What follows belongs to an exercise in optimizing a design on an open flow for small area; a production flow would make more cautious choices. Function was checked by simulation only, so behaviour that the tests miss may differ from the original. Power figures rest on the tool's default switching activity, not on a simulated workload.

`flow/run.sh`:
```
#!/bin/bash
# synth_recipe.tcl (not shown) runs the flow's synth.tcl, then flattens the netlist and writes it again
# the make line also repeats each setting of config.mk as NAME=value (left out here)
make -C /OpenROAD-flow-scripts/flow DESIGN_CONFIG=/design/flow/config.mk WORK_HOME=/design/flow/orfs CLKGATE_MAP_FILE= SYNTH_SCRIPT=/design/flow/synth_recipe.tcl finish
```
`flow/config.mk`:
```
export PLATFORM = sky130hd
export DESIGN_NAME = id_stage_top
export DESIGN_NICKNAME = id_stage_top
export VERILOG_FILES = /design/flow/design.v
export SDC_FILE = /design/flow/constraint.sdc
export NUM_CORES = 4
export LEC_CHECK = 0
export CAP_MARGIN = 20
export CORE_MARGIN = 2
export CORE_UTILIZATION = 40
export SLEW_MARGIN = 20
```
`flow/constraint.sdc`:
```
create_clock -name core_clock -period 5.5 [get_ports {CLK}]
set_input_delay 1.1000 -clock core_clock [delete_from_list [all_inputs] [get_ports {CLK}]]
set_output_delay 1.1000 -clock core_clock [all_outputs]
set_load 0.01 [all_outputs]
```
`flow/design.v`:
```
package id_pkg;
    localparam int NUM_REGS = 32;
    typedef logic [31:0] word_t;
    typedef logic [4:0]  reg_idx_t;
    typedef logic [31:0] reg_mask_t;    
    typedef logic [5:0]  opcode_t;
    localparam word_t PC_STEP = 32'd4;   
    localparam opcode_t OP_RTYPE = 6'b000000;
    localparam opcode_t OP_LW    = 6'b100011;
    localparam opcode_t OP_SW    = 6'b101011;
    localparam opcode_t OP_BEQ   = 6'b000100;
    localparam opcode_t OP_ADDI  = 6'b001000;
    localparam opcode_t OP_ORI   = 6'b001101;
    localparam opcode_t OP_LUI   = 6'b001111;
    localparam opcode_t OP_J     = 6'b000010;
    localparam logic [5:0] FN_ADD  = 6'b100000;
    localparam logic [5:0] FN_ADDU = 6'b100001;
    localparam logic [5:0] FN_SUB  = 6'b100010;
    localparam logic [5:0] FN_SUBU = 6'b100011;
    typedef enum logic [1:0] {
        ST_FREE   = 2'b00,
        ST_RETIRE = 2'b01,    
        ST_LOAD   = 2'b10,    
        ST_ALU    = 2'b11     
    } reg_state_t;
    typedef enum logic [2:0] {
        BP_NONE   = 3'b000,
        BP_ST_WB  = 3'b001,
        BP_A_WB   = 3'b010,
        BP_B_WB   = 3'b011,
        BP_A_ALU  = 3'b100,
        BP_B_ALU  = 3'b101,
        BP_ST_ALU = 3'b110
    } bypass_sel_t;
    typedef struct packed {
        logic        slot;    
        bypass_sel_t sel;
    } bypass_t;
    typedef enum logic [3:0] {
        ALU_OR  = 4'b0001,
        ALU_ADD = 4'b0010,
        ALU_SUB = 4'b0110
    } alu_op_t;
    typedef struct packed {
        logic [2:0] pc_src;
        logic [3:0] src_sel;     
        alu_op_t    alu_op;
        logic       dmem_en;
        logic       dsrc;        
        logic       dmem_read;
        logic       reg_write;
        reg_idx_t   dest;
        bypass_t    bypass;
        logic [7:0] reserved;
    } ctrl_word_t;
    typedef struct packed {
        word_t pc1;      
        word_t pc2;
        word_t inst1;
        word_t inst2;
    } fetch_bundle_t;
    typedef struct packed {
        logic       launch;
        reg_idx_t   dest;
        reg_state_t kind;
    } issue_rec_t;
    typedef struct packed {
        reg_state_t [NUM_REGS-1:0] state;
        reg_mask_t                 slot;    
    } sb_state_t;
    function automatic logic [5:0] op_of(input logic [31:0] inst);
        op_of = inst[31:26];
    endfunction
    function automatic logic [4:0] rs_of(input logic [31:0] inst);
        rs_of = inst[25:21];
    endfunction
    function automatic logic [4:0] rt_of(input logic [31:0] inst);
        rt_of = inst[20:16];
    endfunction
    function automatic logic [5:0] funct_of(input logic [31:0] inst);
        funct_of = inst[5:0];
    endfunction
    function automatic logic [4:0] dest_of(input logic [31:0] inst);
        case (inst[31:26])
            OP_RTYPE:                       dest_of = inst[15:11];
            OP_ADDI, OP_LW, OP_ORI, OP_LUI: dest_of = inst[20:16];
            default:                        dest_of = '0;
        endcase
    endfunction
endpackage
module id_stage_top (
    input  logic        CLK,
    input  logic        RST,
    input  logic [31:0] fetch_pc1,
    input  logic [31:0] fetch_pc2,
    input  logic [31:0] fetch_inst1,
    input  logic [31:0] fetch_inst2,
    input  logic [31:0] clr_w_mask,
    input  logic        ex_set_pc,
    input  logic [31:0] ex_pc,
    output logic [31:0] ctrl1,
    output logic [31:0] ctrl2,
    output logic        id_set_pc,
    output logic [31:0] id_pc
);
    localparam logic [3:0] C_NONE = 4'b0000;    
    localparam logic [3:0] C_LUI  = 4'b0001;
    localparam logic [3:0] C_J    = 4'b0010;
    localparam logic [3:0] C_ADDI = 4'b0100;    
    localparam logic [3:0] C_LW   = 4'b0101;
    localparam logic [3:0] C_ORI  = 4'b0110;
    localparam logic [3:0] C_RADD = 4'b1000;    
    localparam logic [3:0] C_RSUB = 4'b1001;
    localparam logic [3:0] C_BEQ  = 4'b1010;
    localparam logic [3:0] C_SW   = 4'b1100;    
    function automatic logic [3:0] class_of(input logic [31:0] inst);
        case (inst[31:26])
            6'b000000: class_of = (inst[25:0] == '0) ? C_NONE :
                                  (inst[5:1] == 5'b10001) ? C_RSUB : C_RADD;
            6'b100011: class_of = C_LW;
            6'b101011: class_of = C_SW;
            6'b000100: class_of = C_BEQ;
            6'b001000: class_of = C_ADDI;
            6'b001101: class_of = C_ORI;
            6'b001111: class_of = C_LUI;
            6'b000010: class_of = C_J;
            default:   class_of = C_NONE;
        endcase
    endfunction
    function automatic logic [4:0] dest_of(input logic [31:0] inst);
        case (inst[31:26])
            6'b000000:                             dest_of = inst[15:11];
            6'b001000, 6'b100011, 6'b001101, 6'b001111: dest_of = inst[20:16];
            default:                               dest_of = '0;
        endcase
    endfunction
    logic        rst_q;                  
    logic [31:0] pc1, pc2;
    logic [3:0]  cls1, cls2;
    logic [4:0]  rs1, rt1, rd1, rs2, rt2, rd2;    
    logic [3:0]  o_cls1, o_cls2;         
    logic [4:0]  o_dst1, o_dst2;
    logic [3:0]  o_bp1, o_bp2;           
    logic        va1, va2;               
    logic        vb1, vb2;               
    logic [4:0]  db1, db2;
    always_ff @(posedge CLK) begin
        rst_q <= RST;
        pc1   <= fetch_pc1;
        pc2   <= fetch_pc2;
        cls1  <= class_of(fetch_inst1);
        cls2  <= class_of(fetch_inst2);
        rs1   <= fetch_inst1[25:21];
        rt1   <= fetch_inst1[20:16];
        rd1   <= dest_of(fetch_inst1);
        rs2   <= fetch_inst2[25:21];
        rt2   <= fetch_inst2[20:16];
        rd2   <= dest_of(fetch_inst2);
    end
    function automatic logic [3:0] query(input logic [4:0] r);
        logic ha1, ha2, hb1, hb2;
        ha1 = va1 && (r == o_dst1);
        ha2 = va2 && (r == o_dst2);
        hb1 = vb1 && (r == db1);
        hb2 = vb2 && (r == db2);
        query = {ha1 | ha2 | hb1 | hb2,
                 ha1 | ha2,
                 (ha1 && o_cls1 == C_LW) || (ha2 && o_cls2 == C_LW),
                 ha2 | hb2};
    endfunction
    function automatic logic [4:0] check(input logic [3:0] cls, input logic [3:0] qs,
                                         input logic [3:0] qt);
        logic       stall;
        logic [3:0] bp;
        stall = 1'b0;
        bp    = 4'b0;
        case (cls[3:2])
            2'b10: begin
                if (qs[3] && qt[3]) begin
                    stall = 1'b1;
                end else if (qs[3]) begin
                    stall = qs[1];
                    bp    = {qs[0], qs[2] ? 3'b100 : 3'b010};
                end else if (qt[3]) begin
                    stall = qt[1];
                    bp    = {qt[0], qt[2] ? 3'b101 : 3'b011};
                end
            end
            2'b01: begin
                if (qs[3]) begin
                    stall = qs[1];
                    bp    = {qs[0], qs[2] ? 3'b100 : 3'b010};
                end
            end
            2'b11: begin
                if (qs[3]) begin
                    stall = 1'b1;
                end else if (qt[3]) begin
                    bp    = {qt[0], qt[2] ? 3'b110 : 3'b001};
                end
            end
            default: ;
        endcase
        check = {stall, bp};
    endfunction
    logic [3:0] qs1, qt1, qd1, qs2, qt2, qd2;
    logic [4:0] chk1, chk2;
    logic       ok1, ok2, pair_dep, l1, l2;
    assign qs1  = query(rs1);
    assign qt1  = query(rt1);
    assign qd1  = query(rd1);
    assign qs2  = query(rs2);
    assign qt2  = query(rt2);
    assign qd2  = query(rd2);
    assign chk1 = check(cls1, qs1, qt1);
    assign chk2 = check(cls2, qs2, qt2);
    assign ok1  = !qd1[3] && !chk1[4];
    assign ok2  = !qd2[3] && !chk2[4];
    assign pair_dep = (rd1 != '0) && ((rd2 == rd1) || (rs2 == rd1) || (rt2 == rd1));
    assign l1 = !rst_q && ok1 && !ex_set_pc;
    assign l2 = l1 && ok2 && !pair_dep;
    always_ff @(posedge CLK) begin
        if (RST) begin
            o_cls1    <= '0;
            o_cls2    <= '0;
            o_dst1    <= '0;
            o_dst2    <= '0;
            o_bp1     <= '0;
            o_bp2     <= '0;
            va1       <= 1'b0;
            va2       <= 1'b0;
            vb1       <= 1'b0;
            vb2       <= 1'b0;
            id_set_pc <= 1'b0;
        end else begin
            o_cls1    <= l1 ? cls1 : C_NONE;
            o_cls2    <= l2 ? cls2 : C_NONE;
            o_dst1    <= l1 ? rd1 : 5'd0;
            o_dst2    <= l2 ? rd2 : 5'd0;
            o_bp1     <= l1 ? chk1[3:0] : 4'd0;
            o_bp2     <= l2 ? chk2[3:0] : 4'd0;
            va1       <= l1 && (rd1 != '0) && !clr_w_mask[rd1];
            va2       <= l2 && (rd2 != '0) && !clr_w_mask[rd2];
            vb1       <= va1 && !clr_w_mask[o_dst1];
            vb2       <= va2 && !clr_w_mask[o_dst2];
            id_set_pc <= ex_set_pc || (!rst_q && !l2);
        end
    end
    always_ff @(posedge CLK) begin
        db1 <= o_dst1;
        db2 <= o_dst2;
    end
    always_ff @(posedge CLK) begin
        if (ex_set_pc)  id_pc <= ex_pc;
        else if (l2)    id_pc <= pc2;
        else if (l1)    id_pc <= pc1;
        else if (rst_q) id_pc <= 32'd0;
        else            id_pc <= pc1 - 32'd4;
    end
    function automatic logic [31:0] ctrl_of(input logic [3:0] c, input logic [4:0] d,
                                            input logic [3:0] bp);
        logic [2:0] pc_src;
        logic [3:0] src_sel;
        logic [3:0] alu_op;
        logic       bp_a, bp_b;
        pc_src  = {c == C_J, c == C_BEQ, c != C_NONE && c != C_ORI};
        bp_a    = (bp[2:0] == 3'b010) || (bp[2:0] == 3'b100);
        bp_b    = (bp[2:0] == 3'b011) || (bp[2:0] == 3'b101);
        src_sel = {bp_a,
                   bp_a || c[3] || c[2],
                   bp_b || c[2] || c == C_LUI,
                   bp_b || (c[3] && !c[2])};
        alu_op  = {1'b0, c == C_RSUB || c == C_BEQ,
                   c != C_NONE && c != C_ORI, c == C_ORI};
        ctrl_of = {pc_src, src_sel, alu_op,
                   c == C_LW || c == C_SW,                  
                   bp[2:0] == 3'b110,                       
                   c != C_NONE && c != C_SW,                
                   c == C_RADD || c == C_RSUB || c == C_ADDI || c == C_LW ||
                   c == C_ORI || c == C_LUI,                
                   d, bp, 8'd0};
    endfunction
    assign ctrl1 = ctrl_of(o_cls1, o_dst1, o_bp1);
    assign ctrl2 = ctrl_of(o_cls2, o_dst2, o_bp2);
endmodule
```
==> metrics.cfg, run 1 <==
[worst_setup_path]
required_ns=5.85
timing.rr.start=rd1[1]$_DFF_P_
endpoint_kind=flip-flop
reg2reg_slack_ns=1.72
critPathArrivalTime_ns=4.13
critPathKind=reg2reg
worstPathMaxFanout=35
r2r-end=id_pc[13]$_DFF_P_
start_kind=flip-flop
rr_worst_depth=9

[synthesis]
syn_inst=945
avgSynthCellArea_um2=9.86
synth_area_um2=9320
synth_edf_count=0
yosys_warnings=1
ys.flop_type=dfxtp_1
yosysUniqueCellTypes=76
seq_area_frac_synth_pct=37.8
synthArstFlopShare_pct=0
synth-seq-cells=176

[timing]
tightest_slew_ns=0.974
hold_ws_ns=0.424
setup_ws_ns=1.72
finalHoldViolations=0
finalCritPeriodShare_pct=68.7
max_freq_ghz=0.265
max_slew_margin_pct=35.0
slew_viol_final=0
fin_crit_ns=3.78
fin_tns_setup_ns=0
rsz0062_at_grt=false
fin_skew_ns=0.00915
setup_viol=0

[detailed_routing]
wirelength_mm=28.7
first_pass_iters=4
drc=0
wl_per_cell_um=19.2
detail-route-antenna-nets=0
drt_iter0_drc=475
via_per_inst=5.30
routed-via-count=7929

[floorplanning]
coreArea_um2=22800
dieArea_um2=24500
die_width_um=157
die_y_um=157
rows=55
io_pins=292
initial_core_util_pct=40.9

[global_routing]
grt_pass1_wl_mm=43.9
grt_pass1_vias=7726
grtUsageTotal_pct=23.3
antenna_found_initial=2
grt_start_max_net_pins=39
grt-ovfl-total=0

[hold_path]
hold_path_startpoint=cls1[1]$_DFF_P_
whs_endpoint=o_cls1[1]$_SDFF_PP0_
min_path_cells=1
hp-class=reg2reg

[placed_design]
pre_cts_ws_ns=1.44
gp_congestion=0.902
hpwl_mm=22.0
port_buffers=273

[final_layout]
finalNetCount=1364
final_util_pct=55.4
fillers=2057
mostFrequentLayoutCell=clkdlybuf4s50_1
mostFrequentLayoutCells=clkdlybuf4s50_1, dfxtp_1, xor2_1
multi_input_area_um2=5230
layout-drive-gt1-share_pct=9.82
area_growth_pct=35.4
seq_area_um2=3520

[clock_tree]
clkLatencyLatePin_ns=0.44
cts_tree=yes
cts_buffers=17
clock_sinks=176
cts-root-buf=clkbuf_16
cts.repair.resized=0
holdBufCountCts=0
cts-htree-levels=4
path_clk_slew_ns=0.08
cts_buffer_depth=2
postCtsSetupBuffers=0

[run]
drv_cap=0

[power]
totalPowerFinal_uw=3030
cellPowerDensity_nw_per_um2=240
ir_drop_mv=0.179
p_leak_uw=0.00477

[status]
status=timing/DRC/antenna clean

-- stage by stage --
| stage | area (um^2) | instances |
|---|---|---|
| after floorplan | 9380 | 962 |
| after global placement | 12000 | 1462 |
| after detailed placement | 12000 | 1462 |
| after CTS | 12600 | 1494 |
| after global routing | 12600 | 1494 |
| final | 12600 | 1495 |
-- flip-flops by register name, summed over array words and instances, names as in the netlist, 5 cells and up --
signal	cells
rd2	5
o_dst2	5
rs2	5
rt1	5
pc2	32
rs1	5
o_dst1	5
rd1	5
db1	5
rt2	5
db2	5
id_pc	32
pc1	32
-- cell type report --
| cell class | instances | share of cell area [%] |
|---|---|---|
| multi-input combinational | 673 | 41.5 |
| antenna | 1 | 0.0198 |
| timing repair buffer | 282 | 22.2 |
| sequential | 176 | 27.9 |
| tap | 313 | 3.10 |
| clock inverter | 15 | 1.39 |
| inverter | 18 | 0.536 |
| clock buffer | 17 | 3.37 |
-- where the power goes --
| part | switching [uW] | leakage (uW) | internal (uW) |
|---|---|---|---|
| combinational | 168 | 0.00301 | 261 |
| clock | 591 | 0.000293 | 613 |
| sequential | 59.8 | 0.00146 | 1340 |
-- logic make-up (layout without fill, tap and decap cells) --
family / after synthesis / in the layout / share of synthesized area, %
and+or+nand+nor: 292 / 292 / 18.0
DFF: 176 / 176 / 37.8
xor gates and xnor gates: 163 / 163 / 15.3
AOI/OAI and AO/OA: 152 / 152 / 11.7
buffers and inverters: 113 / 332 / 6.78
muxes: 47 / 47 / 10.2
adders and majority gates: 1 / 1 / 0.134
other: 1 / 19 / 0.0402
-- Yosys cell counts, drive strengths merged, types with 20 or more instances --
master	instances	share of area, %
a21oi	21	1.1
nor2	52	2.2
and2	20	1.3
buf	77	5.3
nand3	20	1.1
xnor2	69	6.5
o21ai	35	2.0
nand2	43	1.8
xor2	94	8.8
nor4	43	3.8
dfxtp	176	38
nor3	39	2.1
mux4	38	9.2
-- worst max-delay path by stage --
stage | start | to | slack, ns
floorplan | ex_set_pc | id_pc[16]$_DFF_P_ | 2.88
global placement | ex_set_pc | id_pc[26]$_DFF_P_ | 1.54
detailed placement | ex_set_pc | id_pc[26]$_DFF_P_ | 1.44
global route | o_dst2[2]$_SDFF_PP0_ | id_pc[13]$_DFF_P_ | 1.48
finish | rd1[1]$_DFF_P_ | id_pc[13]$_DFF_P_ | 1.72
CTS | rd1[1]$_DFF_P_ | id_pc[26]$_DFF_P_ | 1.71
-- critical path, stage by stage, from the launching register on --
cell	delay, ns
dfxtp_1	0.93
xor2_1	0.20
nor4_1	0.07
and3_1	0.17
nor3_1	0.31
nand3_1	0.23
or2_1	0.54
nor2_4	0.84
a211oi_1	0.11
o31ai_1	0.27
-- per-layer routing --
metal | up-vias | part of all wire, % | wire length [um] | global-route usage (%)
met5 | - | 0.042 | 12 | 0
met4 | 2 | 1.5 | 442 | 6.55
met3 | 38 | 5.8 | 1670 | 4.96
met2 | 262 | 50 | 14300 | 40.7
met1 | 3806 | 43 | 12300 | 29.0
li1 | 3821 | - | - | -
==> run 2, diff against run 1 <==
--- a/flow/design.v
+++ b/flow/design.v
@@ -137,35 +137,33 @@
     logic        rst_q;                  
     logic [31:0] pc1, pc2;
     logic [3:0]  cls1, cls2;
-    logic [4:0]  rs1, rt1, rd1, rs2, rt2, rd2;    
+    logic [4:0]  rd1, rd2;               
+    logic        ok1, ok2;               
+    logic [3:0]  bp1, bp2;               
     logic [3:0]  o_cls1, o_cls2;         
     logic [4:0]  o_dst1, o_dst2;
-    logic [3:0]  o_bp1, o_bp2;           
+    logic [3:0]  o_bp1, o_bp2;
     logic        va1, va2;               
-    logic        vb1, vb2;               
-    logic [4:0]  db1, db2;
-    always_ff @(posedge CLK) begin
-        rst_q <= RST;
-        pc1   <= fetch_pc1;
-        pc2   <= fetch_pc2;
-        cls1  <= class_of(fetch_inst1);
-        cls2  <= class_of(fetch_inst2);
-        rs1   <= fetch_inst1[25:21];
-        rt1   <= fetch_inst1[20:16];
-        rd1   <= dest_of(fetch_inst1);
-        rs2   <= fetch_inst2[25:21];
-        rt2   <= fetch_inst2[20:16];
-        rd2   <= dest_of(fetch_inst2);
-    end
+    logic        l1, l2;
+    assign l1 = !rst_q && ok1 && !ex_set_pc;
+    assign l2 = l1 && ok2;
+    logic na1, na2, nb1, nb2;            
+    logic na1_ld, na2_ld;
+    assign na1    = l1 && (rd1 != '0) && !clr_w_mask[rd1];
+    assign na2    = l2 && (rd2 != '0) && !clr_w_mask[rd2];
+    assign nb1    = va1 && !clr_w_mask[o_dst1];
+    assign nb2    = va2 && !clr_w_mask[o_dst2];
+    assign na1_ld = (cls1 == C_LW);
+    assign na2_ld = (cls2 == C_LW);
     function automatic logic [3:0] query(input logic [4:0] r);
         logic ha1, ha2, hb1, hb2;
-        ha1 = va1 && (r == o_dst1);
-        ha2 = va2 && (r == o_dst2);
-        hb1 = vb1 && (r == db1);
-        hb2 = vb2 && (r == db2);
+        ha1 = na1 && (r == rd1);
+        ha2 = na2 && (r == rd2);
+        hb1 = nb1 && (r == o_dst1);
+        hb2 = nb2 && (r == o_dst2);
         query = {ha1 | ha2 | hb1 | hb2,
                  ha1 | ha2,
-                 (ha1 && o_cls1 == C_LW) || (ha2 && o_cls2 == C_LW),
+                 (ha1 && na1_ld) || (ha2 && na2_ld),
                  ha2 | hb2};
     endfunction
     function automatic logic [4:0] check(input logic [3:0] cls, input logic [3:0] qs,
@@ -203,22 +201,36 @@
         endcase
         check = {stall, bp};
     endfunction
-    logic [3:0] qs1, qt1, qd1, qs2, qt2, qd2;
-    logic [4:0] chk1, chk2;
-    logic       ok1, ok2, pair_dep, l1, l2;
-    assign qs1  = query(rs1);
-    assign qt1  = query(rt1);
-    assign qd1  = query(rd1);
-    assign qs2  = query(rs2);
-    assign qt2  = query(rt2);
-    assign qd2  = query(rd2);
-    assign chk1 = check(cls1, qs1, qt1);
-    assign chk2 = check(cls2, qs2, qt2);
-    assign ok1  = !qd1[3] && !chk1[4];
-    assign ok2  = !qd2[3] && !chk2[4];
-    assign pair_dep = (rd1 != '0) && ((rd2 == rd1) || (rs2 == rd1) || (rt2 == rd1));
-    assign l1 = !rst_q && ok1 && !ex_set_pc;
-    assign l2 = l1 && ok2 && !pair_dep;
+    logic [3:0] f_cls1, f_cls2;
+    logic [4:0] f_rd1, f_rd2;
+    logic [4:0] f_chk1, f_chk2;
+    logic [3:0] f_qd1, f_qd2;
+    logic       f_ok1, f_ok2, f_dep;
+    assign f_cls1 = class_of(fetch_inst1);
+    assign f_cls2 = class_of(fetch_inst2);
+    assign f_rd1  = dest_of(fetch_inst1);
+    assign f_rd2  = dest_of(fetch_inst2);
+    assign f_chk1 = check(f_cls1, query(fetch_inst1[25:21]), query(fetch_inst1[20:16]));
+    assign f_chk2 = check(f_cls2, query(fetch_inst2[25:21]), query(fetch_inst2[20:16]));
+    assign f_qd1  = query(f_rd1);
+    assign f_qd2  = query(f_rd2);
+    assign f_ok1  = !f_qd1[3] && !f_chk1[4];
+    assign f_ok2  = !f_qd2[3] && !f_chk2[4];
+    assign f_dep  = (f_rd1 != '0) && ((f_rd2 == f_rd1) || (fetch_inst2[25:21] == f_rd1) ||
+                                      (fetch_inst2[20:16] == f_rd1));
+    always_ff @(posedge CLK) begin
+        rst_q <= RST;
+        pc1   <= fetch_pc1;
+        pc2   <= fetch_pc2;
+        cls1  <= f_cls1;
+        cls2  <= f_cls2;
+        rd1   <= f_rd1;
+        rd2   <= f_rd2;
+        ok1   <= f_ok1;
+        ok2   <= f_ok2 && !f_dep;
+        bp1   <= f_chk1[3:0];
+        bp2   <= f_chk2[3:0];
+    end
     always_ff @(posedge CLK) begin
         if (RST) begin
             o_cls1    <= '0;
@@ -229,33 +241,33 @@
             o_bp2     <= '0;
             va1       <= 1'b0;
             va2       <= 1'b0;
-            vb1       <= 1'b0;
-            vb2       <= 1'b0;
             id_set_pc <= 1'b0;
         end else begin
             o_cls1    <= l1 ? cls1 : C_NONE;
             o_cls2    <= l2 ? cls2 : C_NONE;
             o_dst1    <= l1 ? rd1 : 5'd0;
             o_dst2    <= l2 ? rd2 : 5'd0;
-            o_bp1     <= l1 ? chk1[3:0] : 4'd0;
-            o_bp2     <= l2 ? chk2[3:0] : 4'd0;
-            va1       <= l1 && (rd1 != '0) && !clr_w_mask[rd1];
-            va2       <= l2 && (rd2 != '0) && !clr_w_mask[rd2];
-            vb1       <= va1 && !clr_w_mask[o_dst1];
-            vb2       <= va2 && !clr_w_mask[o_dst2];
+            o_bp1     <= l1 ? bp1 : 4'd0;
+            o_bp2     <= l2 ? bp2 : 4'd0;
+            va1       <= na1;
+            va2       <= na2;
             id_set_pc <= ex_set_pc || (!rst_q && !l2);
         end
     end
+    logic [31:0] pc1_dec;
+    logic [31:0] borrow;
+    logic        sel_ex, sel_p2, sel_p1;
+    assign borrow[1:0] = 2'b00;
+    assign borrow[2]   = !l1;
+    for (genvar i = 3; i < 32; i++) begin : g_borrow
+        assign borrow[i] = borrow[i-1] && !pc1[i-1];
+    end
+    assign pc1_dec = pc1 ^ borrow;
+    assign sel_ex  = ex_set_pc;
+    assign sel_p2  = !ex_set_pc && l2;
+    assign sel_p1  = !ex_set_pc && !l2 && !rst_q;
     always_ff @(posedge CLK) begin
-        db1 <= o_dst1;
-        db2 <= o_dst2;
-    end
-    always_ff @(posedge CLK) begin
-        if (ex_set_pc)  id_pc <= ex_pc;
-        else if (l2)    id_pc <= pc2;
-        else if (l1)    id_pc <= pc1;
-        else if (rst_q) id_pc <= 32'd0;
-        else            id_pc <= pc1 - 32'd4;
+        id_pc <= ({32{sel_ex}} & ex_pc) | ({32{sel_p2}} & pc2) | ({32{sel_p1}} & pc1_dec);
     end
     function automatic logic [31:0] ctrl_of(input logic [3:0] c, input logic [4:0] d,
                                             input logic [3:0] bp);
==> run 2 against run 1 <==
Core utilization is 1.6 points higher. Largest power group unchanged. Die area decreased by 2.8%. Flip-flop and latch count is 22 lower. Combinational power increased by 17%. Register-to-register slack worse by 1.6 ns. Synthesized area down 2.9%. Critical path type is now in2reg. Clock power barely moved. Now fails the layout checks on negative setup slack.
==> metrics.cfg, run 2 <==
[status]
status=finished with violations
so_faults=negative setup slack

[clock_tree]
cts-htree-levels=4  ; unchanged
cts-root-buf=clkbuf_16
cts_tree=yes
holdBufCountCts=0  ; unchanged
cts_buffer_depth=2  ; unchanged
cts_buffers=17  ; unchanged
clock_sinks=154  ; -13%
clkLatencyLatePin_ns=0.43  ; about the same
path_clk_slew_ns=0.07  ; about the same

[detailed_routing]
drt_iter0_drc=513  ; +8.0%
via_per_inst=5.39  ; +1.7%
first_pass_iters=5  ; +1
wirelength_mm=30.1  ; +4.6%
wl_per_cell_um=19.8  ; +3.1%
detail-route-antenna-nets=0  ; unchanged
drc=0  ; unchanged
routed-via-count=8174  ; +3.1%

[timing]
max_slew_margin_pct=33.3  ; -1.7 points
fin_crit_ns=5.84  ; +2.07 ns
fin_skew_ns=0.0132  ; +0.00406 ns
slew_viol_final=0  ; unchanged
finalCritPeriodShare_pct=106  ; +38 points
hold_ws_ns=0.426  ; +0.00116 ns
rsz0062_at_grt=true
tightest_slew_ns=0.999  ; +0.0252 ns
finalHoldViolations=0  ; unchanged
fin_tns_setup_ns=-0.837  ; -0.837 ns
setup_viol=4  ; +4
setup_ws_ns=-0.344  ; -2.07 ns
max_freq_ghz=0.171  ; -35%

[synthesis]
synth-adder-area-share_pct=4.01  ; +3.9 points
synthTopCellsByArea=dfxtp_1, xnor2_1, xor2_1
synth_compound_area_share_pct=14.0  ; +2.3 points
yosysUniqueCellTypes=75  ; -1.3%
synth_xor_xnor_area_share_pct=13.4  ; -2.0 points
synthMuxAreaShare_pct=9.36  ; -0.83 points
yosys.area_share.simple_pct=16.5  ; -1.6 points
synthArstFlopShare_pct=0  ; unchanged
netlist_top_cells_count=dfxtp_1, xnor2_1, inv_1, xor2_1, clkbuf_1
ys.flop_type=dfxtp_1
yosys_warnings=1  ; unchanged
synth_top_family_by_area=simple AND/OR/NAND/NOR gates
synth_edf_count=0  ; unchanged
synth.most_common_cell=dfxtp_1
synth_area_um2=9050  ; -2.9%
syn_inst=989  ; +4.7%
seq_area_frac_synth_pct=34.1  ; -3.7 points
synth_top_area_cell=dfxtp_1
avgSynthCellArea_um2=9.15  ; -7.2%
synth.top_cell.area_share_pct=34.1  ; -3.7 points
synth-seq-cells=154  ; -13%

[hold_path]
hp-class=reg2reg

[floorplanning]
die_width_um=154  ; -1.4%
die_y_um=154  ; -1.4%
dieArea_um2=23800  ; -2.8%
coreArea_um2=22400  ; -1.5%
io_pins=292  ; unchanged
initial_core_util_pct=40.3  ; -0.57 points
rows=55  ; unchanged

[global_routing]
grt_start_max_net_pins=38  ; -2.6%
grtUsageTotal_pct=25.0  ; +1.6 points
grt-ovfl-total=0  ; unchanged
antenna_found_initial=1  ; -1
grt_pass1_vias=7839  ; +1.5%
grt_pass1_wl_mm=46.3  ; +5.6%

[run]
drv_cap=0  ; unchanged

[final_layout]
mostFrequentLayoutCell=clkdlybuf4s50_1
stdcell_count=1516  ; +1.4%
final_util_pct=57.0  ; +1.6 points
area_growth_pct=41.2
mostFrequentLayoutCells=clkdlybuf4s50_1, dfxtp_1, xnor2_1
layout-drive-gt1-share_pct=10.0  ; +0.18 points
top_regs=id_pc x32, pc1 x32, pc2 x32
finalNetCount=1441  ; +5.6%

[worst_setup_path]
start_kind=input pin
crit_slowest_cell=nor3b_4
r2r-end=id_pc[31]$_DFF_P_
rr_worst_depth=33  ; +24
timing.rr.start=rst_q$_DFF_P_
critPathArrivalTime_ns=6.12  ; +1.99 ns
worstPathMaxFanout=2  ; -94%
crit_end=id_pc[31]$_DFF_P_
critPathKind=in2reg
endpoint_kind=flip-flop
crit_top_cell=ha_4
cpPeakStageDelay_ns=0.19  ; -0.74 ns
required_ns=5.78  ; -0.07 ns
reg2reg_slack_ns=0.08  ; -1.64 ns
startpoint=ex_set_pc

[placed_design]
dp.cells=1481  ; +1.3%
hpwl_mm=22.8  ; +4.0%
port_buffers=273  ; unchanged
gp_congestion=0.862  ; -4.4%

[power]
cellPowerDensity_nw_per_um2=226  ; -5.8%
p_leak_uw=0.00486  ; +2.0%
ir_drop_mv=0.170  ; -5.0%

run 2: stage by stage:
| step | power [uW] | worst slack (ns) | area, um^2 |
|---|---|---|---|
| 2_1_floorplan | 1470 | -0.705 | 9500 |
| 3_3_place_gp | 1720 | -1.21 | 12100 |
| 3_5_place_dp | 1720 | -1.28 | 12100 |
| 4_1_cts | 2920 | -0.348 | 12800 |
| 5_1_grt | 3010 | -0.465 | 12800 |
| 6_report | 2890 | -0.344 | 12800 |
run 2: metal layers:
layer	share of wire (%)	up-vias	global-route usage, %
met5	0.040	-	0
met3	8.1	28	6.64
met1	43	3849	32.2
li1	-	3943	-
met2	47	352	41.9
met4	1.3	2	5.64
run 2: cells by family (layout without fill, tap and decap cells):
kind of cell,after synthesis,count (layout)
flops,154,154
mux,59,59
xor+xnor,138,138
fa+ha+maj,29,29
simple gates,271,271
other cells,1,19
compound gates,174,174
buf+inv,163,387
run 2: worst min path at each step:
stage | start | endpoint | slack (ns) | depth (start not counted)
after global routing | bp1[3]$_DFF_P_ | o_bp1[3]$_SDFF_PP0_ | 0.45 | 1
after detailed placement | bp1[1]$_DFF_P_ | o_bp1[1]$_SDFF_PP0_ | 0.41 | 1
after global placement | bp1[3]$_DFF_P_ | o_bp1[3]$_SDFF_PP0_ | 0.41 | 1
after floorplan | bp1[0]$_DFF_P_ | o_bp1[0]$_SDFF_PP0_ | 0.41 | 1
final | bp1[3]$_DFF_P_ | o_bp1[3]$_SDFF_PP0_ | 0.43 | 1
after CTS | bp1[3]$_DFF_P_ | o_bp1[3]$_SDFF_PP0_ | 0.43 | 1
run 2: power breakdown:
group	internal (uW)	switching [uW]	total [uW]
combinational	278	225	503
sequential	1170	27.4	1200
clock	652	537	1190
run 2: layout make-up:
class                      instances  area (um^2)
antenna                            1         2.50
tap                              285          357
fill                            2016         9650
inverter                          63          236
sequential                       154         3080
clock inverter                    15          178
clock buffer                      17          425
multi-input combinational        689         5620
timing repair buffer             292         2880
run 2: what timing repair did:
action,CTS,global route
setup endpoints to repair,7,4
setup buffers,1,1
gates resized for setup,9,1
pin swaps,2,0
cloned,0,0
run 2: critical path: cells and delay by family:
kind / cells / cell delay, ns
buffers and inverters: 2 / 0.18
XOR/XNOR: 1 / 0.10
AND/OR/NAND/NOR: 1 / 0.19
adder cells (fa/ha/maj): 29 / 4.42
AO/OA/AOI/OAI: 1 / 0.06
==> run 3, diff against run 2 <==
--- a/flow/design.v
+++ b/flow/design.v
@@ -254,20 +254,12 @@
             id_set_pc <= ex_set_pc || (!rst_q && !l2);
         end
     end
-    logic [31:0] pc1_dec;
-    logic [31:0] borrow;
-    logic        sel_ex, sel_p2, sel_p1;
-    assign borrow[1:0] = 2'b00;
-    assign borrow[2]   = !l1;
-    for (genvar i = 3; i < 32; i++) begin : g_borrow
-        assign borrow[i] = borrow[i-1] && !pc1[i-1];
-    end
-    assign pc1_dec = pc1 ^ borrow;
-    assign sel_ex  = ex_set_pc;
-    assign sel_p2  = !ex_set_pc && l2;
-    assign sel_p1  = !ex_set_pc && !l2 && !rst_q;
     always_ff @(posedge CLK) begin
-        id_pc <= ({32{sel_ex}} & ex_pc) | ({32{sel_p2}} & pc2) | ({32{sel_p1}} & pc1_dec);
+        if (ex_set_pc)  id_pc <= ex_pc;
+        else if (l2)    id_pc <= pc2;
+        else if (l1)    id_pc <= pc1;
+        else if (rst_q) id_pc <= 32'd0;
+        else            id_pc <= pc1 - 32'd4;
     end
     function automatic logic [31:0] ctrl_of(input logic [3:0] c, input logic [4:0] d,
                                             input logic [3:0] bp);
==> flow/flow/run.sh (new file) <==
#!/bin/bash
set -euo pipefail
export BUFFER_PORTS_ARGS="-buffer_cell sky130_fd_sc_hd__buf_1"
bash standard.sh > standard.log 2>&1
==> flow/standard.sh (new file) <==
#!/bin/bash
# synth_recipe.tcl (not shown) runs the flow's synth.tcl, then flattens the netlist and writes it again
# the make line also repeats each setting of config.mk as NAME=value (left out here)
make -C /OpenROAD-flow-scripts/flow DESIGN_CONFIG=/design/flow/config.mk WORK_HOME=/design/flow/orfs CLKGATE_MAP_FILE= SYNTH_SCRIPT=/design/flow/synth_recipe.tcl "${@:-finish}"
removed: flow/run.sh
==> run 3 against run 2 <==
The run now finishes clean. Via count up 3.4%. Power down 3.7%. Synthesized area up 3.4%. First-iteration DRC count up 22%. Sequential power about the same. Core utilization down 9.0 points. Sequential share of layout area up 4.1 points. Fmax up 62%.
==> metrics.cfg, run 3 <==
[synthesis]
ys.flop_type=dfxtp_1
yosysUniqueCellTypes=93  ; +24%
syn_inst=1051  ; +6.3%
netlist_top_cells_count=dfxtp_1, xor2_1, xnor2_1
synth-seq-cells=154  ; unchanged
synth_area_um2=9360  ; +3.4%
synthArstFlopShare_pct=0  ; unchanged
avgSynthCellArea_um2=8.90  ; -2.7%
seq_area_frac_synth_pct=32.9  ; -1.1 points
synth_top_area_cell=dfxtp_1
synth_edf_count=0  ; unchanged
yosys_warnings=1  ; unchanged
synth.top_cell.area_share_pct=32.9  ; -1.1 points
synthTopCellsByArea=dfxtp_1, xor2_1, xnor2_1
synth.most_common_cell=dfxtp_1

[final_layout]
mostFrequentLayoutCell=buf_1
top_regs=id_pc x32, pc1 x32, pc2 x32
mostFrequentLayoutCells=buf_1, dfxtp_1, xor2_1
final_util_pct=48.0  ; -9.0 points
antennaDiodeCount=0  ; -1
layout-drive-gt1-share_pct=6.83  ; -3.2 points
area_growth_pct=16.8
finalNetCount=1457  ; +1.1%
stdcell_count=1587  ; +4.7%

[timing]
fin_tns_setup_ns=0  ; +0.837 ns
slew_viol_final=0  ; unchanged
fin_skew_ns=0.0141  ; +0.000871 ns
setup_viol=0  ; -4
tightest_slew_ns=1.00  ; +0.00317 ns
max_slew_margin_pct=33.1  ; -0.21 points
max_freq_ghz=0.277  ; +62%
fin_crit_ns=3.61  ; -2.23 ns
hold_ws_ns=0.423  ; -0.00282 ns
setup_ws_ns=1.89  ; +2.23 ns
finalHoldViolations=0  ; unchanged
rsz0062_at_grt=false
finalCritPeriodShare_pct=65.7  ; -41 points

[power]
p_sw_uw=808  ; +2.5%
ir_drop_mv=0.167  ; -1.5%
pwr-share-comb_pct=13.0  ; -4.4 points
intPower_uw=1980  ; -6.0%
netSwitchingFraction_pct=29.0  ; +1.7 points
cellPowerDensity_nw_per_um2=255  ; +13%
p_leak_uw=0.00407  ; -16%
p_clk_share_pct=43.6  ; +2.5 points
pwr-share-seq_pct=43.5  ; +2.0 points

[detailed_routing]
first_pass_iters=5  ; unchanged
detail-route-antenna-nets=0  ; unchanged
drt_iter0_drc=627  ; +22%
drc=0  ; unchanged
routed-via-count=8451  ; +3.4%
wirelength_mm=28.8  ; -4.1%
via_per_inst=5.33  ; -1.2%
wl_per_cell_um=18.2  ; -8.4%

[clock_tree]
postCtsSetupBuffers=0  ; -1
path_clk_slew_ns=0.07  ; about the same
cts-htree-levels=4  ; unchanged
cts_buffer_depth=2  ; unchanged
cts.repair.resized=0  ; -9
cts_buffers=17  ; unchanged
clkLatencyLatePin_ns=0.43  ; about the same
clock_sinks=154  ; unchanged
cts_tree=yes
holdBufCountCts=0  ; unchanged
cts-root-buf=clkbuf_16

[placed_design]
hpwl_mm=21.7  ; -4.9%
port_buffers=273  ; unchanged
pre_cts_ws_ns=1.49  ; +2.77 ns
dp.cells=1555  ; +5.0%
gp_congestion=0.878  ; +1.8%

[worst_setup_path]
reg2reg_slack_ns=2.27  ; +2.19 ns
rr_worst_depth=8  ; -76%
endpoint_kind=flip-flop
timing.rr.start=o_dst1[2]$_SDFF_PP0_
r2r-end=bp2[3]$_DFF_P_
critPathKind=in2reg
worstPathMaxFanout=32  ; +30
critPathArrivalTime_ns=3.91  ; -2.21 ns
start_kind=input pin
required_ns=5.80  ; +0.02 ns

[global_routing]
grtUsageTotal_pct=23.0  ; -1.9 points
antenna_found_initial=0  ; -1
grt_pass1_vias=7880  ; +0.52%
grt-ovfl-total=0  ; unchanged
grt_start_max_net_pins=39  ; +2.6%
grt_pass1_wl_mm=43.6  ; -5.8%

[floorplanning]
rows=55  ; unchanged
io_pins=292  ; unchanged
die_width_um=157  ; +1.6%
initial_core_util_pct=41.1  ; +0.73 points
coreArea_um2=22800  ; +1.5%
die_y_um=157  ; +1.6%
dieArea_um2=24600  ; +3.3%

[run]
drv_cap=0  ; unchanged

[hold_path]
hold_path_startpoint=bp1[3]$_DFF_P_
min_path_cells=1  ; unchanged
whs_endpoint=o_bp1[3]$_SDFF_PP0_
hp-class=reg2reg

[status]
status=timing/DRC/antenna clean

## run 3: area by class of cell
type,instances,area [um^2]
timing repair buffer,280,1080
tap,313,392
fill,2268,11800
multi-input combinational,777,5630
clock buffer,17,425
sequential,154,3080
inverter,31,116
clock inverter,15,201
## run 3: cell families (layout without fill, tap and decap cells)
logic type               after synthesis  count (layout)  synth area share [%]
AO/OA/AOI/OAI                        184             184                  14.2
buffers and inverters                137             343                  7.70
AND/OR/NAND/NOR                      352             352                  21.1
multiplexers                          55              55                  8.16
other                                  1              18                0.0401
XOR/XNOR                             167             167                  15.6
adder cells (fa/ha/maj)                1               1                 0.134
flip-flops                           154             154                  33.0
## run 3: worst max-delay path, cell delays in order
cell       delay, ns
clkbuf_2        0.35
nor3b_1         0.91
o41a_1          0.28
o21ai_0         0.13
o22ai_4         0.41
a2bb2oi_2       0.18
and2_1          0.22
a21oi_2         0.17
o221ai_1        0.14
## run 3: power by group through the flow
stage / registers, uW / logic [uW] / clock network, uW
detailed placement: 1230 / 358 / 0
global route: 1220 / 401 / 1280
finish: 1210 / 362 / 1210
floorplan: 1230 / 243 / 0
global placement: 1230 / 354 / 0
CTS: 1210 / 360 / 1240
## run 3: worst max path at each step
stage	startpoint	to	slack [ns]	depth (start not counted)
floorplan	fetch_inst1[26]	ok1$_DFF_P_	2.31	10
global placement	ex_set_pc	bp2[1]$_DFF_P_	1.63	9
detailed placement	ex_set_pc	bp2[1]$_DFF_P_	1.49	9
CTS	ex_set_pc	bp2[1]$_DFF_P_	1.95	9
global route	ex_set_pc	bp2[1]$_DFF_P_	1.68	9
finish	ex_set_pc	bp2[1]$_DFF_P_	1.89	9
## run 3: per-stage QoR
stage	power (uW)	area [um^2]
final	2790	10900
after global routing	2900	10900
after CTS	2810	10900
after detailed placement	1590	10300
after global placement	1590	10300
after floorplan	1470	9420
## run 3: per-layer routing
layer | GRT usage [%] | vias up | routed length (um)
met1 | 31.0 | 3926 | 13000
met5 | 0 | - | 0
met2 | 36.9 | 369 | 13100
met4 | 7.21 | 0 | 525
met3 | 4.90 | 44 | 2190
li1 | - | 4112 | -
==> run 4, diff against run 3 <==
--- a/flow/design.v
+++ b/flow/design.v
@@ -135,7 +135,7 @@
         endcase
     endfunction
     logic        rst_q;                  
-    logic [31:0] pc1, pc2;
+    logic [31:0] pc_nx;                  
     logic [3:0]  cls1, cls2;
     logic [4:0]  rd1, rd2;               
     logic        ok1, ok2;               
@@ -220,8 +220,9 @@
                                       (fetch_inst2[20:16] == f_rd1));
     always_ff @(posedge CLK) begin
         rst_q <= RST;
-        pc1   <= fetch_pc1;
-        pc2   <= fetch_pc2;
+        if (!f_ok1)                pc_nx <= fetch_pc1 - 32'd4;
+        else if (f_ok2 && !f_dep)  pc_nx <= fetch_pc2;
+        else                       pc_nx <= fetch_pc1;
         cls1  <= f_cls1;
         cls2  <= f_cls2;
         rd1   <= f_rd1;
@@ -256,10 +257,8 @@
     end
     always_ff @(posedge CLK) begin
         if (ex_set_pc)  id_pc <= ex_pc;
-        else if (l2)    id_pc <= pc2;
-        else if (l1)    id_pc <= pc1;
         else if (rst_q) id_pc <= 32'd0;
-        else            id_pc <= pc1 - 32'd4;
+        else            id_pc <= pc_nx;
     end
     function automatic logic [31:0] ctrl_of(input logic [3:0] c, input logic [4:0] d,
                                             input logic [3:0] bp);
--- a/flow/config.mk
+++ b/flow/config.mk
@@ -7,5 +7,6 @@
 export LEC_CHECK = 0
 export CAP_MARGIN = 20
 export CORE_MARGIN = 2
-export CORE_UTILIZATION = 40
+export CORE_UTILIZATION = 60
+export CTS_BUF_LIST = sky130_fd_sc_hd__clkbuf_4
 export SLEW_MARGIN = 20
==> run 4 against run 3 <==
Sequential power decreased by 17%. Sequential share of layout area shrank 4.1 points. Critical path depth increased by 3. Non-clock buffer count up 4. Power shrank 24%. Synthesized area decreased by 4.6%. First-iteration DRC count up 36%. Combinational power grew 24%. Highest routed layer unchanged. Flip-flop and latch count fell by 32. Clock power decreased by 45%.
==> metrics.cfg, run 4 <==
[status]
status=timing/DRC/antenna clean

[synthesis]
seq_area_frac_synth_pct=27.4  ; -5.6 points
avgSynthCellArea_um2=8.38  ; -5.8%
synthArstFlopShare_pct=0  ; unchanged
synth.most_common_cell=dfxtp_1
synth_edf_count=0  ; unchanged
ys.flop_type=dfxtp_1
synth.top_cell.area_share_pct=27.4  ; -5.6 points
yosysUniqueCellTypes=78  ; -16%
netlist_top_cells_count=dfxtp_1, xnor2_1, nor2_1
synthTopCellsByArea=dfxtp_1, xnor2_1, xor2_1
synth_area_um2=8930  ; -4.6%
syn_inst=1065  ; +1.3%
synth_top_area_cell=dfxtp_1
synth-seq-cells=122  ; -21%
yosys_warnings=1  ; unchanged

[floorplanning]
coreArea_um2=14500  ; -36%
dieArea_um2=15900  ; -36%
die_y_um=126  ; -20%
initial_core_util_pct=61.4  ; +20 points
io_pins=292  ; unchanged
die_width_um=126  ; -20%
rows=44  ; -20%

[timing]
max_freq_ghz=0.208  ; -25%
finalCritPeriodShare_pct=87.3  ; +22 points
rsz0062_at_grt=false
setup_viol=0  ; unchanged
fin_tns_setup_ns=0  ; unchanged
max_slew_margin_pct=25.4  ; -7.7 points
finalHoldViolations=0  ; unchanged
tightest_slew_ns=1.12  ; +0.116 ns
slew_viol_final=0  ; unchanged
fin_skew_ns=0.0150  ; +0.000876 ns
fin_crit_ns=4.80  ; +1.19 ns

[detailed_routing]
via_per_inst=6.05  ; +14%
drc=0  ; unchanged
wl_per_cell_um=18.5  ; +2.1%
routed-via-count=8938  ; +5.8%
wirelength_mm=27.4  ; -5.0%
detail-route-antenna-nets=0  ; unchanged
first_pass_iters=9  ; +4
drt_iter0_drc=854  ; +36%

[final_layout]
final_util_pct=69.7  ; +22 points
antennaDiodeCount=0  ; unchanged
top_regs=id_pc x32, pc_nx x32
mostFrequentLayoutCells=buf_1, dfxtp_1, xnor2_1
area_growth_pct=13.5
mostFrequentLayoutCell=buf_1
finalNetCount=1477  ; +1.4%
layout-drive-gt1-share_pct=7.81  ; +0.98 points
finalInstanceArea_um2=10100  ; -7.3%

[global_routing]
grt-ovfl-total=0  ; unchanged
grtUsageTotal_pct=33.6  ; +11 points
antenna_found_initial=0  ; unchanged
grt_pass1_wl_mm=42.8  ; -2.0%
grt_start_max_net_pins=36  ; -7.7%
grt_pass1_vias=8162  ; +3.6%

[power]
netSwitchingFraction_pct=32.1  ; +3.1 points
intPower_uw=1440  ; -27%
ir_drop_mv=0.145  ; -13%
pwr-share-comb_pct=21.1  ; +8.1 points
p_sw_uw=681  ; -16%
pwr-share-seq_pct=47.5  ; +4.0 points
p_leak_uw=0.00381  ; -6.4%
cellPowerDensity_nw_per_um2=209  ; -18%
p_clk_share_pct=31.3  ; -12 points

[clock_tree]
clock_sinks=122  ; -21%
cts-htree-levels=4  ; unchanged
cts_buffer_depth=2  ; unchanged
cts_buffers=17  ; unchanged
postCtsSetupBuffers=0  ; unchanged
holdBufCountCts=0  ; unchanged
cts_tree=yes
cts.repair.resized=0  ; unchanged
clkLatencyLatePin_ns=0.56  ; +0.13 ns
path_clk_slew_ns=0.11  ; +0.04 ns
cts-root-buf=clkbuf_4

[worst_setup_path]
start_kind=flip-flop
worstPathMaxFanout=24  ; -25%
endpoint_kind=flip-flop
required_ns=5.90  ; +0.10 ns
critPathArrivalTime_ns=5.21  ; +1.30 ns
critPathKind=reg2reg
reg2reg_slack_ns=0.70  ; -1.57 ns

[hold_path]
hp-class=reg2reg

[placed_design]
gp_congestion=0.957  ; +9.0%
port_buffers=273  ; unchanged
placed_area_um2=9830  ; -4.5%
hpwl_mm=20.4  ; -6.2%

[run]
drv_cap=0  ; unchanged

[run 4: power by group through the flow]
stage	registers [uW]	logic [uW]	clock network [uW]
3_5_place_dp	1020	442	0
3_3_place_gp	1030	434	0
5_1_grt	1010	491	704
2_1_floorplan	1010	306	0
4_1_cts	1010	444	664
6_report	1010	448	664
[run 4: metrics by stage]
| step | cells | power (uW) | setup slack [ns] | hold WS, ns |
|---|---|---|---|---|
| after floorplan | 1082 | 1320 | 1.03 | 0.406 |
| after global placement | 1446 | 1460 | 0.602 | 0.423 |
| after detailed placement | 1446 | 1470 | 0.519 | 0.418 |
| after CTS | 1478 | 2110 | 0.690 | 0.443 |
| after global routing | 1478 | 2210 | 0.308 | 0.460 |
| final | 1478 | 2120 | 0.698 | 0.443 |
[run 4: worst paths after layout]
kind	depth (start not counted)	startpoint	to
worst max-delay path	12	rd2[0]$_DFF_P_	pc_nx[15]$_DFF_P_
worst min-delay path	1	bp1[0]$_DFF_P_	o_bp1[0]$_SDFF_PP0_
worst max register to register	12	rd2[0]$_DFF_P_	pc_nx[15]$_DFF_P_
worst min register to register	1	bp1[0]$_DFF_P_	o_bp1[0]$_SDFF_PP0_
[run 4: logic make-up (layout without fill, tap and decap cells)]
logic type / count (synthesis) / after routing / synth area share (%)
other: 1 / 18 / 0.0420
adders and majority gates: 2 / 2 / 0.252
DFF: 122 / 122 / 27.4
AOI/OAI and AO/OA: 183 / 183 / 16.2
muxes: 79 / 79 / 10.9
xor gates and xnor gates: 145 / 145 / 14.2
and+or+nand+nor: 396 / 396 / 24.1
buffers and inverters: 137 / 349 / 6.98
[run 4: cell type report]
cell class,count,area (um^2)
Clock buffer,17,128
Fill cell,1321,4400
Tap cell,184,230
Inverter,33,124
Multi-Input combinational cell,823,5930
Timing Repair Buffer,284,1110
Sequential cell,122,2440
Clock inverter,15,168
[run 4: metal layers]
metal	track usage (%)	wire length [um]	vias to the layer above
met5	0	0	-
met4	10.9	738	0
met3	8.37	2840	62
met2	51.4	12100	505
met1	46.8	11700	4123
li1	-	-	4248
[run 4: critical path: stages (launching register included)]
cell	delay (ns)
dfxtp_1	1.03
mux4_2	0.39
nor2b_1	0.05
o311a_1	0.34
a32oi_1	0.16
buf_4	0.24
a2bb2oi_1	0.26
o221ai_1	0.36
a21o_1	0.30
a2111oi_4	0.28
buf_4	0.33
and2_1	0.68
a222oi_1	0.24
==> run 5, diff against run 4 <==
==> flow/flow/run.sh (replaced) <==
#!/bin/bash
# The standard layout (standard.sh) with these changes:
#  - synthesis: synth_recipe.tcl unchanged, except that ABC maps with the
#    area-oriented script flow/abc.script instead of ORFS's speed script;
#  - port buffers: the smallest buffer (buf_1) instead of buffer_ports' pick;
#  - clock tree: clkbuf_4 buffers, clusters of at most 12 sinks, no dummy loads;
#  - power recovery (downsizing off the critical paths) after global routing.
set -euo pipefail
here=$(pwd)
{
  echo 'proc abc {args} {'
  echo '  set i [lsearch $args -script]'
  echo "  if {\$i >= 0} { lset args [expr {\$i + 1}] $here/flow/abc.script }"
  echo '  yosys abc {*}$args'
  echo '}'
  cat synth_recipe.tcl
} > own_synth.tcl
sed "s|SYNTH_SCRIPT=[^ ]*|SYNTH_SCRIPT=$here/own_synth.tcl|" standard.sh > own_standard.sh
grep -q "SYNTH_SCRIPT=$here/own_synth.tcl" own_standard.sh
export BUFFER_PORTS_ARGS="-buffer_cell sky130_fd_sc_hd__buf_1"
export CTS_ARGS="-sink_clustering_enable -repair_clock_nets -buf_list sky130_fd_sc_hd__clkbuf_4 -sink_clustering_size 12 -dont_use_dummy_load"
export RECOVER_POWER=100
bash own_standard.sh > standard.log 2>&1
==> flow/flow/abc.script (new file) <==
&get -n
&st
&dch
&nf -R 1000
&st
&syn2
&if -g -K 6
&synch2
&nf -R 1000
&st
&dch
&nf -R 1000
&put
--- a/flow/config.mk
+++ b/flow/config.mk
@@ -8,5 +8,4 @@
 export CAP_MARGIN = 20
 export CORE_MARGIN = 2
 export CORE_UTILIZATION = 60
-export CTS_BUF_LIST = sky130_fd_sc_hd__clkbuf_4
 export SLEW_MARGIN = 20
==> run 5 against run 4 <==
Now fails the layout checks on max-capacitance violations, max-slew violations. Fmax shrank 3.0%. Register-to-register slack lost 0.15 ns. Non-clock buffer count grew 21. Combinational power shrank about 10%. Synthesized area shrank 14%. Synthesized cell count shrank 15%. Die area shrank 13%. Worst hold slack lost 0.028 ns. Clock power shrank 36%. Sequential share of layout area grew 2.5 points. Critical path type unchanged. Largest cell class unchanged.
==> metrics.cfg, run 5 <==
[final_layout]
mostFrequentLayoutCell=buf_1
area_growth_pct=19.2
top_regs=id_pc x32, pc_nx x32
multi_input_area_um2=5090  ; -14%
mostFrequentLayoutCells=buf_1, dfxtp_1, nor2_1
antennaDiodeCount=0  ; unchanged
seq_area_um2=2440  ; about the same
layout-drive-gt1-share_pct=4.75  ; -3.1 points
finalNetCount=1418  ; -4.0%
final_util_pct=73.1  ; +3.4 points
fillers=1097  ; -17%

[status]
status=finished with violations
so_faults=max-capacitance violations, max-slew violations

[power]
cellPowerDensity_nw_per_um2=198  ; -5.4%
intPower_uw=1270  ; -12%
p_clk_share_pct=23.2  ; -8.1 points
netSwitchingFraction_pct=30.2  ; -1.9 points
p_sw_uw=549  ; -19%
pwr-share-seq_pct=54.7  ; +7.2 points
ir_drop_mv=0.184  ; +26%
pwr-share-comb_pct=22.1  ; +1.0 points
p_leak_uw=0.00326  ; -15%

[clock_tree]
cts.repair.resized=0  ; unchanged
cts_tree=yes
cts_buffers=17  ; unchanged
holdBufCountCts=0  ; unchanged
cts_buffer_depth=2  ; unchanged
postCtsSetupBuffers=0  ; unchanged
clkLatencyLatePin_ns=0.54  ; -0.02 ns
clock_sinks=122  ; unchanged
path_clk_slew_ns=0.11  ; about the same
cts-root-buf=clkbuf_4
cts-htree-levels=4  ; unchanged

[synthesis]
seq_area_frac_synth_pct=31.7  ; +4.3 points
synth_area_um2=7700  ; -14%
synth_edf_count=0  ; unchanged
synthTopCellsByArea=dfxtp_1, xnor2_1, xor2_1
synth.top_cell.area_share_pct=31.7  ; +4.3 points
ys.flop_type=dfxtp_1
synth-seq-cells=122  ; unchanged
yosysUniqueCellTypes=50  ; -36%
avgSynthCellArea_um2=8.55  ; +2.0%
yosys_warnings=1  ; unchanged
synth.most_common_cell=dfxtp_1
syn_inst=901  ; -15%
netlist_top_cells_count=dfxtp_1, nor2_1, xnor2_1
synth_top_area_cell=dfxtp_1
synthArstFlopShare_pct=0  ; unchanged

[detailed_routing]
drt_iter0_drc=533  ; -38%
routed-via-count=8174  ; -8.5%
first_pass_iters=5  ; -4
detail-route-antenna-nets=0  ; unchanged
wirelength_mm=23.7  ; -13%
wl_per_cell_um=17.0  ; -8.1%
via_per_inst=5.87  ; -2.9%
drc=0  ; unchanged

[timing]
tightest_slew_ns=1.62  ; +0.505 ns
finalCritPeriodShare_pct=90.0  ; +2.7 points
setup_viol=0  ; unchanged
slew_viol_final=34  ; +34
fin_crit_ns=4.95  ; +0.149 ns
fin_skew_ns=0.0447  ; +0.0298 ns
finalHoldViolations=0  ; unchanged
max_slew_margin_pct=-8.20  ; -34 points
rsz0062_at_grt=false
max_freq_ghz=0.202  ; -3.0%
hold_ws_ns=0.415  ; -0.0285 ns
fin_tns_setup_ns=0  ; unchanged

[global_routing]
grtUsageTotal_pct=34.0  ; +0.35 points
grt_pass1_wl_mm=37.7  ; -12%
grt-ovfl-total=0  ; unchanged
grt_pass1_vias=7613  ; -6.7%
grt_start_max_net_pins=34  ; -5.6%
antenna_found_initial=0  ; unchanged

[worst_setup_path]
timing.rr.start=o_dst2[2]$_SDFF_PP0_
reg2reg_slack_ns=0.55  ; -0.15 ns
crit_end=pc_nx[11]$_DFF_P_
crit_chain=clkbuf_1, mux4_2, o21ai_0, o21ai_0, o21ai_0, nand2_1, nor4_1, a41oi_1, and2_0, nor2_1, a21oi_1, nor3_1, nor2_2, buf_4, and2_0, buf_4, nor3_1, a211oi_1
rr_worst_depth=18  ; +6
worstPathMaxFanout=30  ; +25%
critPathKind=reg2reg
cpPeakStageDelay_ns=0.75  ; -0.28 ns
endpoint_kind=flip-flop
start_kind=flip-flop
crit_top_cell=o21ai_0
r2r-end=pc_nx[11]$_DFF_P_
crit_slowest_cell=clkbuf_1
startpoint=o_dst2[2]$_SDFF_PP0_
critPathArrivalTime_ns=5.38  ; +0.17 ns
required_ns=5.93  ; +0.03 ns

[placed_design]
gp_congestion=0.965  ; +0.84%
port_buffers=273  ; unchanged
hpwl_mm=17.7  ; -13%

[floorplanning]
dieArea_um2=13800  ; -13%
coreArea_um2=12600  ; -14%
io_pins=292  ; unchanged
die_width_um=117  ; -6.9%
initial_core_util_pct=61.3  ; -0.14 points
rows=41  ; -6.8%
die_y_um=117  ; -6.9%

[hold_path]
hp-class=reg2reg

[run]
drv_cap=1  ; +1

-- run 5: cell types whose count changed after synthesis, sizes merged, moves of 23 or more --
cell    before  now
clkbuf      46    0
buf         58   20
nor2        66   90
o21ai       16   39
clkinv       0   23
mux2i       53   11
inv         33    0
-- run 5: cells by family (layout without fill, tap and decap cells) --
family          Yosys count  in the layout  synth area share, %
fa+ha+maj                 1              1                0.162
compound gates          184            184                 16.7
simple gates            378            378                 25.2
other cells               1             18               0.0487
buf+inv                  43            345                 3.07
mux                      30             30                 6.98
xor+xnor                142            142                 16.1
flops                   122            122                 31.7
-- run 5: critical path: cells and delay by family (launching register included) --
kind | cells | cell delay [ns]
mux | 1 | 0.41
compound gates | 6 | 0.88
flops | 1 | 0.39
buf+inv | 3 | 1.22
simple gates | 8 | 1.93
-- run 5: metal layers --
metal	track usage (%)	vias to the layer above	wire [um]
li1	-	3948	-
met1	42.1	3755	9720
met2	56.7	382	11000
met3	6.27	89	2010
met4	17.1	0	937
met5	0	-	0
-- run 5: final cells by class --
type / count / area share [%]
Timing Repair Buffer: 305 / 13.3
Inverter: 23 / 0.940
Sequential cell: 122 / 26.6
Multi-Input combinational cell: 753 / 55.4
Tap cell: 172 / 2.34
Clock buffer: 17 / 1.39
-- run 5: per-stage QoR --
stage                     power (uW)  instances  area (um^2)  setup slack (ns)
after floorplan                 1240        918         7770             0.158
after global placement          1410       1375         9100             0.523
after detailed placement        1410       1375         9100             0.433
after CTS                       1830       1392         9230             0.742
after global routing            1910       1392         9190             0.243
final                           1820       1392         9190             0.548
-- run 5: power by group through the flow --
stage	clock [uW]	sequential, uW	combinational (uW)
CTS	433	994	400
detailed placement	0	1010	398
global placement	0	1020	389
finish	423	995	402
floorplan	0	1020	221
global route	468	1000	444
-- run 5: worst min path at each step --
| stage | from | end | slack [ns] | depth (start not counted) |
|---|---|---|---|---|
| after floorplan | bp1[0]$_DFF_P_ | o_bp1[0]$_SDFF_PP0_ | 0.41 | 1 |
| final | bp1[0]$_DFF_P_ | o_bp1[0]$_SDFF_PP0_ | 0.41 | 1 |
| after global placement | bp1[2]$_DFF_P_ | o_bp1[2]$_SDFF_PP0_ | 0.41 | 1 |
| after global routing | bp1[2]$_DFF_P_ | o_bp1[2]$_SDFF_PP0_ | 0.43 | 1 |
| after detailed placement | bp1[2]$_DFF_P_ | o_bp1[2]$_SDFF_PP0_ | 0.41 | 1 |
| after CTS | bp1[2]$_DFF_P_ | o_bp1[2]$_SDFF_PP0_ | 0.41 | 1 |
==> run 6, diff against run 5 <==
--- a/flow/flow/run.sh
+++ b/flow/flow/run.sh
@@ -4,7 +4,6 @@
 #    area-oriented script flow/abc.script instead of ORFS's speed script;
 #  - port buffers: the smallest buffer (buf_1) instead of buffer_ports' pick;
 #  - clock tree: clkbuf_4 buffers, clusters of at most 12 sinks, no dummy loads;
-#  - power recovery (downsizing off the critical paths) after global routing.
 set -euo pipefail
 here=$(pwd)
 {
@@ -19,5 +18,4 @@
 grep -q "SYNTH_SCRIPT=$here/own_synth.tcl" own_standard.sh
 export BUFFER_PORTS_ARGS="-buffer_cell sky130_fd_sc_hd__buf_1"
 export CTS_ARGS="-sink_clustering_enable -repair_clock_nets -buf_list sky130_fd_sc_hd__clkbuf_4 -sink_clustering_size 12 -dont_use_dummy_load"
-export RECOVER_POWER=100
 bash own_standard.sh > standard.log 2>&1
==> run 6 against run 5 <==
The run now finishes clean. Routed wire length hardly changed. Critical path depth is 1 lower. Combinational power hardly changed. Global-route usage stayed put. Sequential share of layout area is 0.13 points lower. Sequential power hardly changed. Core utilization is 0.35 points higher. Flip-flop and latch count stayed put. First-iteration DRC count is 9.0% higher. Non-clock buffer count stayed put. Clock power hardly changed. Worst hold slack hardly changed. Largest cell class unchanged. Largest power group unchanged.
==> metrics.cfg, run 6 <==
[timing]
fin_crit_ns=4.75  ; -0.204 ns
tightest_slew_ns=0.784  ; -0.839 ns
max_slew_margin_pct=47.2  ; +55 points
finalCritPeriodShare_pct=86.3  ; -3.7 points
setup_viol=0  ; unchanged
fin_tns_setup_ns=0  ; unchanged
finalHoldViolations=0  ; unchanged
max_freq_ghz=0.211  ; +4.3%
setup_ws_ns=0.752  ; +0.204 ns
rsz0062_at_grt=false
slew_viol_final=0  ; -100%
fin_skew_ns=0.0449  ; +0.000172 ns

[power]
ir_drop_mv=0.183  ; -0.17%
totalPowerFinal_uw=1820  ; about the same
p_leak_uw=0.00330  ; +1.3%
cellPowerDensity_nw_per_um2=197  ; -0.41%

[placed_design]
dp.cells=1375  ; unchanged
pre_cts_ws_ns=0.433  ; unchanged
port_buffers=273  ; unchanged
hpwl_mm=17.7  ; unchanged
gp_congestion=0.965  ; unchanged

[final_layout]
finalNetCount=1418  ; unchanged
area_growth_pct=19.8
layout-drive-gt1-share_pct=5.74  ; +0.98 points
final_util_pct=73.4  ; +0.35 points
mostFrequentLayoutCell=buf_1
fillers=1085  ; -1.1%
antennaDiodeCount=0  ; unchanged
stdcell_count=1392  ; unchanged
top_regs=id_pc x32, pc_nx x32
mostFrequentLayoutCells=buf_1, dfxtp_1, nor2_1

[worst_setup_path]
endpoint_kind=flip-flop
crit_chain=mux4_2, o21ai_0, a211oi_1, o32ai_1, nand3_1, nor4_1, nor2_1, and2_0, nor2_1, a21oi_1, nor3_1, nor2_2, buf_4, and2_0, buf_4, nor3_1, a211oi_1
rr_worst_depth=17  ; -1
r2r-end=pc_nx[11]$_DFF_P_
start_kind=flip-flop
critPathKind=reg2reg
timing.rr.start=rd2[0]$_DFF_P_
required_ns=5.93  ; about the same
crit_slowest_cell=dfxtp_1
cpPeakStageDelay_ns=0.75  ; about the same
startpoint=rd2[0]$_DFF_P_
reg2reg_slack_ns=0.75  ; +0.20 ns
worstPathMaxFanout=30  ; unchanged
critPathArrivalTime_ns=5.18  ; -0.20 ns

[synthesis]
synth.most_common_cell=dfxtp_1
synth_top_area_cell=dfxtp_1
yosys_warnings=1  ; unchanged
synth-seq-cells=122  ; unchanged
synth_area_um2=7700  ; unchanged
syn_inst=901  ; unchanged
yosysUniqueCellTypes=50  ; unchanged
synthTopCellsByArea=dfxtp_1, xnor2_1, xor2_1
netlist_top_cells_count=dfxtp_1, nor2_1, xnor2_1
synth_edf_count=0  ; unchanged
avgSynthCellArea_um2=8.55  ; unchanged
seq_area_frac_synth_pct=31.7  ; unchanged
ys.flop_type=dfxtp_1
synth.top_cell.area_share_pct=31.7  ; unchanged
synthArstFlopShare_pct=0  ; unchanged

[run]
drv_cap=0  ; -1

[detailed_routing]
via_per_inst=5.90  ; +0.46%
drt_iter0_drc=581  ; +9.0%
wl_per_cell_um=17.0  ; about the same
first_pass_iters=5  ; unchanged
detail-route-antenna-nets=0  ; unchanged
wirelength_mm=23.7  ; about the same
routed-via-count=8212  ; +0.46%
drc=0  ; unchanged

[global_routing]
grt_pass1_vias=7613  ; unchanged
grtUsageTotal_pct=34.0  ; unchanged
grt_pass1_wl_mm=37.7  ; unchanged
grt-ovfl-total=0  ; unchanged
grt_start_max_net_pins=34  ; unchanged
antenna_found_initial=0  ; unchanged

[clock_tree]
clkLatencyLatePin_ns=0.54  ; about the same
postCtsSetupBuffers=0  ; unchanged
cts-htree-levels=4  ; unchanged
clock_sinks=122  ; unchanged
cts.repair.resized=0  ; unchanged
cts_buffer_depth=2  ; unchanged
cts_tree=yes
holdBufCountCts=0  ; unchanged
path_clk_slew_ns=0.11  ; about the same
cts_buffers=17  ; unchanged
cts-root-buf=clkbuf_4

[hold_path]
hp-class=reg2reg
whs_endpoint=o_bp1[2]$_SDFF_PP0_
hold_path_startpoint=bp1[2]$_DFF_P_
min_path_cells=1  ; unchanged

[floorplanning]
die_y_um=117  ; unchanged
coreArea_um2=12600  ; unchanged
io_pins=292  ; unchanged
die_width_um=117  ; unchanged
rows=41  ; unchanged
initial_core_util_pct=61.3  ; unchanged
dieArea_um2=13800  ; unchanged

[status]
status=timing/DRC/antenna clean

[run 6: cell counts after synthesis]
No cell type changed its count.
[run 6: metrics by stage]
stage                     cell area, um^2  hold WS (ns)
after detailed placement             9100         0.414
after global routing                 9230         0.431
after floorplan                      7770         0.407
after CTS                            9230         0.408
final                                9230         0.414
after global placement               9100         0.412
[run 6: kinds of logic (layout without fill, tap and decap cells)]
family / count (synthesis) / after routing / share of synthesized area [%]
mux: 30 / 30 / 6.98
fa+ha+maj: 1 / 1 / 0.162
simple gates: 378 / 378 / 25.2
other cells: 1 / 18 / 0.0487
buf+inv: 43 / 345 / 3.07
compound gates: 184 / 184 / 16.7
flops: 122 / 122 / 31.7
xor+xnor: 142 / 142 / 16.1
[run 6: cell type report]
class,instances,area [um^2],share of cell area (%)
Clock buffer,17,128,1.38
Sequential cell,122,2440,26.5
Timing Repair Buffer,305,1260,13.7
Multi-Input combinational cell,753,5090,55.2
Inverter,23,86.3,0.935
Tap cell,172,215,2.33
[run 6: layer usage]
metal	share of wire, %	up-vias	global-route usage, %
li1	-	3947	-
met4	4.0	0	17.1
met3	8.1	94	6.27
met5	0	-	0
met1	41	3783	42.1
met2	47	388	56.7
[run 6: worst max-delay path by stage]
stage | to
after floorplan | pc_nx[2]$_DFF_P_
after global placement | pc_nx[29]$_DFF_P_
after detailed placement | pc_nx[5]$_DFF_P_
after CTS | pc_nx[13]$_DFF_P_
after global routing | pc_nx[31]$_DFF_P_
final | pc_nx[11]$_DFF_P_
[run 6: power breakdown]
| part | switching, uW | internal (uW) | total, uW |
|---|---|---|---|
| clock | 281 | 141 | 422 |
| sequential | 36.5 | 959 | 995 |
| combinational | 232 | 172 | 403 |
| total | 549 | 1270 | 1820 |
[run 6: worst max-delay path: cells and delay by family, from the launching register on]
kind                   cells  cell delay (ns)
muxes                      1             0.59
buffers and inverters      2             0.48
and+or+nand+nor            9             2.13
AOI/OAI and AO/OA          5             0.68
DFF                        1             0.75

-- port drivers added, routing unchanged --
The results above use ideal ports. As a check the final layouts listed here were re-extracted and re-timed, cells and wires unchanged.
Step 1, drivers: a clkbuf_16 drives CLK and a buf_2 each remaining input, both assumed.
Step 2 times the ports against the registers' clock, not the clock port: input delays grow and output delays shrink by t, the midpoint of the rising clock arrivals with the driver on.
Three values: ideal, step 1, step 2; two values: the first two.
run | shift t [ns] | setup slack, ns
run 1 | 0.479 | 1.724 / 1.724 / 1.410
run 2 | 0.471 | -0.344 / -0.349 / -0.820
run 3 | 0.467 | 1.888 / 1.910 / 1.443
run 4 | 0.585 | 0.698 / 0.698 / 0.455
run 5 | 0.555 | 0.548 / 0.548 / 0.356
run 6 | 0.556 | 0.752 / 0.752 / 0.408
